This is an optimization exercise on Yosys and OpenROAD, whose aim is small area, a short achievable clock period and few clock cycles, not a production implementation.

==> flow/design.v <==
package wr_gen_pkg;
  typedef logic [51:0] addr_t;
  typedef logic [31:0] pattern_t;
  typedef logic [8:0] count_t;
  typedef logic [37:0] incr_t;
  typedef logic [2:0] psize_t;
  typedef logic [511:0] line_t;
  typedef logic [63:0] mask_t;
  localparam int LINE_BYTES = 64;
  typedef enum logic [1:0] {
    SEQ_IDLE  = 2'd0,
    SEQ_RUN   = 2'd1,
    SEQ_DRAIN = 2'd2,
    SEQ_DONE  = 2'd3
  } seq_state_t;
endpackage
module wr_gen_top (
  input  logic                 clk,
  input  logic                 reset_n,
  input  logic                 i_start,
  input  wr_gen_pkg::count_t   i_nai,
  input  wr_gen_pkg::pattern_t i_base_p,
  input  wr_gen_pkg::addr_t    i_base_x,
  input  wr_gen_pkg::incr_t    i_rai,
  input  wr_gen_pkg::psize_t   i_pattern_size,
  input  wr_gen_pkg::mask_t    i_byte_mask,
  input  logic                 i_wr_ready,
  output logic                 o_busy,
  output logic                 o_wr_valid,
  output wr_gen_pkg::addr_t    o_wr_addr,
  output wr_gen_pkg::line_t    o_wr_data,
  output wr_gen_pkg::mask_t    o_wr_strb
);
  logic                 busy;
  logic                 valid;
  wr_gen_pkg::count_t   rem;       
  wr_gen_pkg::addr_t    addr;      
  logic [31:0]          lanes_n;   
  wr_gen_pkg::mask_t    mask_n;
  logic [31:0]          lanes;
  logic start_run;
  logic accept;
  logic size1, size2, size4;
  logic [31:0] base_lanes;
  logic [31:0] next_lanes;
  assign start_run = i_start && !busy;
  assign accept    = valid && i_wr_ready;
  assign size1 = (i_pattern_size == 3'd1);
  assign size2 = (i_pattern_size == 3'd2);
  assign size4 = (i_pattern_size == 3'd4);
  always_comb
  begin
    base_lanes = '0;
    if (size1)
      base_lanes = {4{i_base_p[7:0]}};
    else if (size2)
      base_lanes = {2{i_base_p[15:0]}};
    else if (size4)
      base_lanes = i_base_p;
  end
  always_comb
  begin : step_lanes
    logic [7:0]  b0;
    logic [15:0] h0;
    logic [31:0] w0;
    b0 = lanes[7:0] + 1'b1;
    h0 = lanes[15:0] + 1'b1;
    w0 = lanes + 1'b1;
    if (size4)
      next_lanes = w0;
    else if (size2)
      next_lanes = {2{h0}};
    else if (size1)
      next_lanes = {4{b0}};
    else
      next_lanes = '0;
  end
  always_ff @(posedge clk)
  begin
    if (!reset_n)
    begin
      busy  <= 1'b0;
      valid <= 1'b0;
    end
    else if (start_run)
    begin
      busy  <= 1'b1;
      valid <= (i_nai != '0);
    end
    else if (!valid || (accept && (rem == 9'd1)))
    begin
      busy  <= 1'b0;
      valid <= 1'b0;
    end
  end
  always_ff @(posedge clk)
  begin
    if (start_run)
    begin
      rem   <= i_nai;
      addr  <= i_base_x;
      lanes_n <= ~base_lanes;
      mask_n  <= ~i_byte_mask;
    end
    else if (accept)
    begin
      rem   <= rem - 1'b1;
      addr  <= addr + wr_gen_pkg::addr_t'(i_rai);
      lanes_n <= ~next_lanes;
    end
  end
  assign o_busy     = busy;
  assign o_wr_valid = valid;
  assign o_wr_addr  = addr;
  assign o_wr_strb  = ~mask_n;
  assign lanes      = ~lanes_n;
  always_comb
  begin
    for (int i = 0; i < wr_gen_pkg::LINE_BYTES; i++)
      o_wr_data[i*8 +: 8] = ~({8{mask_n[i]}} | lanes_n[8*(i%4) +: 8]);
  end
endmodule
==> flow/config.mk <==
export PLATFORM = sky130hd
export DESIGN_NAME = wr_gen_top
export DESIGN_NICKNAME = wr_gen_top
export VERILOG_FILES = /design/flow/design.v
export SDC_FILE = /design/flow/constraint.sdc
export NUM_CORES = 4
export LEC_CHECK = 0
export ABC_CLOCK_PERIOD_IN_PS = 2000
export CAP_MARGIN = 20
export CORE_AREA = 5 5 255 255
export DIE_AREA = 0 0 260 260
export SLEW_MARGIN = 20
==> flow/constraint.sdc <==
create_clock -name core_clock -period 6.0 [get_ports {clk}]
set_input_delay 1.2000 -clock core_clock [delete_from_list [all_inputs] [get_ports {clk}]]
set_output_delay 1.2000 -clock core_clock [all_outputs]
set_load 0.01 [all_outputs]
standard.sh (not shown) runs the stock make flow with config.mk's settings and CLKGATE_MAP_FILE= SYNTH_SCRIPT=/design/flow/synth_recipe.tcl, a recipe that flattens the netlist after the stock synthesis.
==> flow/flow/run.sh <==
#!/bin/bash
# The standard layout, with the port buffers made from buf_1 cells.
export BUFFER_PORTS_ARGS="-buffer_cell sky130_fd_sc_hd__buf_1"
bash standard.sh > standard.log 2>&1
Rerun with:
--- a/flow/design.v
+++ b/flow/design.v
@@ -44,4 +44,5 @@
   logic [31:0] base_lanes;
   logic [31:0] next_lanes;
+  wr_gen_pkg::addr_t addr_next;
   assign start_run = i_start && !busy;
   assign accept    = valid && i_wr_ready;
@@ -76,4 +77,46 @@
       next_lanes = '0;
   end
+  localparam int RW = 38;   
+  localparam int AW = 52;   
+  localparam int LV = $clog2(RW);
+  logic [RW-1:0] pg_g [LV+1];
+  logic [RW-1:0] pg_p [LV+1];
+  logic [RW-1:0] half_sum;
+  logic [AW-RW-1:0] hi_all;    
+  assign pg_g[0]  = addr[RW-1:0] & i_rai;
+  assign pg_p[0]  = addr[RW-1:0] ^ i_rai;
+  assign half_sum = pg_p[0];
+  for (genvar l = 0; l < LV; l++)
+  begin : g_level
+    for (genvar i = 0; i < RW; i++)
+    begin : g_bit
+      if ((i >> l) % 2 == 1)
+      begin : g_join
+        localparam int J = ((i >> l) << l) - 1;
+        assign pg_g[l+1][i] = pg_g[l][i] | (pg_p[l][i] & pg_g[l][J]);
+        assign pg_p[l+1][i] = pg_p[l][i] & pg_p[l][J];
+      end
+      else
+      begin : g_pass
+        assign pg_g[l+1][i] = pg_g[l][i];
+        assign pg_p[l+1][i] = pg_p[l][i];
+      end
+    end
+  end
+  always_comb
+  begin
+    hi_all[0] = 1'b1;
+    for (int j = 1; j < AW - RW; j++)
+      hi_all[j] = hi_all[j-1] & addr[RW+j-1];
+  end
+  assign addr_next[0] = half_sum[0];
+  for (genvar i = 1; i < RW; i++)
+  begin : g_sum
+    assign addr_next[i] = half_sum[i] ^ pg_g[LV][i-1];
+  end
+  for (genvar j = 0; j < AW - RW; j++)
+  begin : g_hi
+    assign addr_next[RW+j] = addr[RW+j] ^ (pg_g[LV][RW-1] & hi_all[j]);
+  end
   always_ff @(posedge clk)
   begin
@@ -106,5 +149,5 @@
     begin
       rem   <= rem - 1'b1;
-      addr  <= addr + wr_gen_pkg::addr_t'(i_rai);
+      addr  <= addr_next;
       lanes_n <= ~next_lanes;
     end
What happened: Critical path depth came out lower by 2. Final area came out lower by 3.4%. Worst setup slack loses 0.26 ns. Hold slack gains 0.010 ns. Final cell count came out lower by 3.7%. Clock-buffer cell count does not change. Routed wire length came out higher by 7.0%. Via count came out lower by 3.8%. Die area stays the same.
No functional check of the RTL was part of any run of this note.

## what the ideal ports hide
How much do the figures lean on ideal ports? The routed layouts below were timed once more, with nothing changed but the port constraints.
Step 1 assumes that a clkbuf_16 drives the clock port and a buf_2 every other input.
Step 2 moves the port delays by t, midway between the first and last clock arrival at a register: inputs arrive t later, outputs are due t later. That takes back most of the time a late clock gives input paths.
a / b / c = ideal / step 1 / step 2; a / b = the first two.
run	t, ns	setup WS [ns]	latest minus earliest clock arrival (ns)
the first run	0.538	2.277 / 2.290 / 1.753	0.019 / 0.019
the second run	0.543	2.013 / 2.051 / 1.508	0.017 / 0.018
After both steps setup and hold are still met in every run listed. The setup slack of the first run, which loses most, moves by +0.013 ns with the drivers and by -0.524 ns with both steps.
